This design comes from an exercise in tuning for small area on the open sky130 flow, not from production work. Function was checked by simulation only, so behaviour that the tests miss may differ from the original. Power and IR drop assume default switching activity.

Setup of v42:
==> flow/design.v <==
module icache_nb_hold (
    input  logic q, w, wn, dn,
    output logic d
);
    assign d = ~((q | w) & (wn | dn));
endmodule
module icache_nb_aoi222 (
    input  logic a0, b0, a1, b1, a2, b2,
    output logic y
);
    assign y = ~((a0 & b0) | (a1 & b1) | (a2 & b2));
endmodule
module icache_nb_rd #(
    parameter int N = 33
) (
    input  logic [N-1:0] s,
    input  logic [N-1:0] d,
    output logic         y
);
    localparam int G3 = N / 3;           
    localparam int R  = N - 3 * G3;      
    logic [G3:0] t;
    for (genvar g = 0; g < G3; g++) begin : grp
        icache_nb_aoi222 u (
            .a0(s[3*g]),   .b0(d[3*g]),
            .a1(s[3*g+1]), .b1(d[3*g+1]),
            .a2(s[3*g+2]), .b2(d[3*g+2]),
            .y(t[g]));
    end
    if (R == 2) begin : rest2
        assign t[G3] = ~((s[N-2] & d[N-2]) | (s[N-1] & d[N-1]));
    end else if (R == 1) begin : rest1
        assign t[G3] = ~(s[N-1] & d[N-1]);
    end else begin : rest0
        assign t[G3] = 1'b1;
    end
    assign y = ~&t;
endmodule
module icache_nb (
    input  logic        clock,
    input  logic        reset,
    input  logic [63:0] proc2Icache_addr,
    input  logic [3:0]  Imem2proc_response,
    input  logic [63:0] Imem2proc_data,
    input  logic [3:0]  Imem2proc_tag,
    output logic [1:0]  proc2Imem_command,
    output logic [63:0] proc2Imem_addr,
    output logic [63:0] Icache_data_out,
    output logic        Icache_valid_out,
    output logic [1:0]  outstanding_count
);
    logic        par;                  
    logic [31:0] line_valid;
    logic [7:0]  line_tag  [32];       
    logic [63:0] line_data [32];       
    logic [1:0]  ent_valid;
    logic [3:0]  ent_memtag [2];
    logic [12:0] ent_line   [2];       
    logic [12:0] cur_line;
    logic [4:0]  cur_idx;
    logic [7:0]  cur_tag;
    logic [31:0] sel, dsel;
    assign cur_line = proc2Icache_addr[15:3];
    assign cur_idx  = cur_line[4:0];
    assign cur_tag  = cur_line[12:5];
    always_comb
        for (int i = 0; i < 32; i++)
            sel[i] = (cur_idx == 5'(i));
    logic [7:0] tag_rd;
    logic       valid_rd;
    for (genvar b = 0; b < 8; b++) begin : tag_read
        logic [31:0] col;
        for (genvar i = 0; i < 32; i++) begin : c
            assign col[i] = line_tag[i][b];
        end
        icache_nb_rd #(.N(32)) u (.s(sel), .d(col), .y(tag_rd[b]));
    end
    icache_nb_rd #(.N(32)) valid_read (.s(sel), .d(line_valid), .y(valid_rd));
    logic array_hit;
    assign array_hit = valid_rd && (tag_rd == (cur_tag ^ {8{par}}));
    logic [1:0] match_line, fill_m;
    always_comb
        for (int i = 0; i < 2; i++) begin
            match_line[i] = ent_line[i] == cur_line;
            fill_m[i]     = ent_valid[i] && ent_memtag[i] == Imem2proc_tag &&
                            Imem2proc_tag != 4'd0;
        end
    logic        cur_pending, have_free, free_slot, fill_hit, fill_slot, bypass;
    logic [12:0] fill_line;
    assign cur_pending = |(ent_valid & match_line);
    assign have_free   = ~&ent_valid;
    assign free_slot   = ent_valid[0];
    assign fill_hit    = |fill_m;
    assign fill_slot   = ~fill_m[0];
    assign fill_line   = fill_slot ? ent_line[1] : ent_line[0];
    assign bypass      = fill_slot ? (fill_m[1] & match_line[1])
                                   : (fill_m[0] & match_line[0]);
    logic req_valid, alloc;
    assign req_valid = !array_hit && !cur_pending && have_free;
    assign alloc     = reset && req_valid && (Imem2proc_response != 4'd0);
    assign proc2Imem_command = {1'b0, reset && req_valid};
    assign proc2Imem_addr    = {proc2Icache_addr[63:3], 3'b000};
    assign Icache_valid_out  = reset && (array_hit || bypass);
    assign outstanding_count = {&ent_valid, ^ent_valid};
    logic [63:0] fdat_n;
    logic [7:0]  ftag_n;
    assign fdat_n = Imem2proc_data ^ {64{par}};
    assign ftag_n = fill_line[12:5] ^ {8{par}};
    assign dsel = sel & {32{~cur_pending}};
    logic [63:0] data_rd;
    for (genvar b = 0; b < 64; b++) begin : data_read
        logic [31:0] col;
        for (genvar i = 0; i < 32; i++) begin : c
            assign col[i] = line_data[i][b];
        end
        icache_nb_rd #(.N(33)) u (.s({bypass, dsel}), .d({fdat_n[b], col}), .y(data_rd[b]));
    end
    assign Icache_data_out = data_rd ^ {64{par}};
    logic [31:0] wr, wr_n;
    always_comb
        for (int i = 0; i < 32; i++) begin
            wr[i]   = fill_hit && (fill_line[4:0] == 5'(i));
            wr_n[i] = ~wr[i];
        end
    logic [63:0] data_nx [32];
    logic [7:0]  tag_nx  [32];
    for (genvar i = 0; i < 32; i++) begin : line
        for (genvar b = 0; b < 64; b++) begin : d
            icache_nb_hold u (.q(line_data[i][b]), .w(wr[i]), .wn(wr_n[i]),
                              .dn(fdat_n[b]), .d(data_nx[i][b]));
        end
        for (genvar b = 0; b < 8; b++) begin : t
            icache_nb_hold u (.q(line_tag[i][b]), .w(wr[i]), .wn(wr_n[i]),
                              .dn(ftag_n[b]), .d(tag_nx[i][b]));
        end
    end
    always_ff @(posedge clock) begin
        par <= reset && !par;
        for (int i = 0; i < 32; i++) begin
            line_data[i] <= data_nx[i];
            line_tag[i]  <= tag_nx[i];
        end
    end
    always_ff @(posedge clock) begin
        if (!reset) begin
            line_valid <= '0;
            ent_valid  <= '0;
        end else begin
            line_valid <= line_valid | wr;
            for (int i = 0; i < 2; i++)
                if (fill_m[i]) ent_valid[i] <= 1'b0;
            if (alloc)
                ent_valid[free_slot] <= 1'b1;
        end
    end
    always_ff @(posedge clock)
        if (alloc) begin
            ent_memtag[free_slot] <= Imem2proc_response;
            ent_line[free_slot]   <= cur_line;
        end
endmodule
export LEC_CHECK = 0
export CAP_MARGIN = 20
export CORE_MARGIN = 2
export CORE_UTILIZATION = 72
export CTS_CLUSTER_DIAMETER = 100
export CTS_CLUSTER_SIZE = 30
export SETUP_SLACK_MARGIN = 0.2
export SLEW_MARGIN = 20
export SYNTH_HIERARCHICAL = 1
create_clock -name core_clock -period 7.5 [get_ports {clock}]
standard.sh (not shown) runs the stock make flow with config.mk's settings and CLKGATE_MAP_FILE= SYNTH_SCRIPT=/design/flow/synth_recipe.tcl, a recipe that flattens the netlist after the stock synthesis.
==> flow/flow/run.sh <==
#!/bin/bash
# Own layout flow: the standard ORFS layout (standard.sh, unchanged
# synthesis) with plain buffers on the ports instead of delay cells.
# Each tool's output goes to a log file in the work folder.
set -euo pipefail
export BUFFER_PORTS_ARGS="-buffer_cell sky130_fd_sc_hd__buf_1"
bash standard.sh > standard_flow.log 2>&1
v42: no failed stages, no open violations at the end
diff inputs: v42 => v33
- SETUP_SLACK_MARGIN: 0.2 -> 0.3
- CORE_UTILIZATION: 72 -> 65
- v33 against v42: count of clock-buffer cells in the layout closely matched the old numbers, post-detailed-route wirelength per cell moved up, well-tap cell count rose by about 10%, share of the core filled with cells in the final layout moved down.
- Summary of v33 over v42: setup slack saw an increase, overall power after layout roughly the same, overall global routing resource usage lower.
- Internal power across v33 and v42: no real change.
- v33 reached the end of the flow, and the finished layout is clean on the timing, design-rule and antenna checks.
Inputs modified between v33 and v47:
- changing CORE_UTILIZATION from 65 to 76
Notes after the runs:
Final setup skew ended up 9.8 ps higher on v47 than on v33. v47 does worse than v33 on worst setup slack. v47 — core utilization 12 points higher, v33 as reference. Summary of v47 over v33: fraction of met2 tracks used by global routing has increased, standard cell area after detailed placement shows a reduction of about 0.5%.
Edits applied to the flow inputs when going from v47 to v36:
- CORE_UTILIZATION now 72, was 76
==> comparison <==
- From v47 to v36 the numbers moved as follows: insertion delay to the later sink of the worst-skew pair essentially unchanged; worst setup slack now larger; remaining max-slew budget at the tightest pin picked up an extra 3.1 points; final routed wirelength across all metal layers -about 3.6%; part of the total power dissipated in the clock network flat.

-- static timing again, ports no longer ideal --
The results above use ideal ports. As a check the final layouts listed here were re-extracted and re-timed, cells and wires unchanged. Step 1, drivers: a clkbuf_16 drives clock and a buf_2 each remaining input, both assumed. Step 2 times the ports against the registers' clock, not the clock port: input delays grow and output delays shrink by t, the midpoint of the rising clock arrivals with the driver on. a / b / c = ideal / step 1 / step 2; a / b = the first two.
| run | t, ns | setup slack, ns | worst data-port slew with drivers (ns) |
|---|---|---|---|
| v42 | 0.832 | 0.210 / 0.179 / 0.179 | 0.13 |
| v33 | 0.843 | 0.263 / 0.239 / 0.239 | 0.12 |
| v47 | 0.833 | 0.200 / 0.154 / 0.154 | 0.13 |
| v36 | 0.830 | 0.281 / 0.244 / 0.244 | 0.13 |
After both steps every run listed still meets setup and hold. The setup slack of v47, which loses most, moves by -0.046 ns with the drivers and by -0.046 ns with both steps.
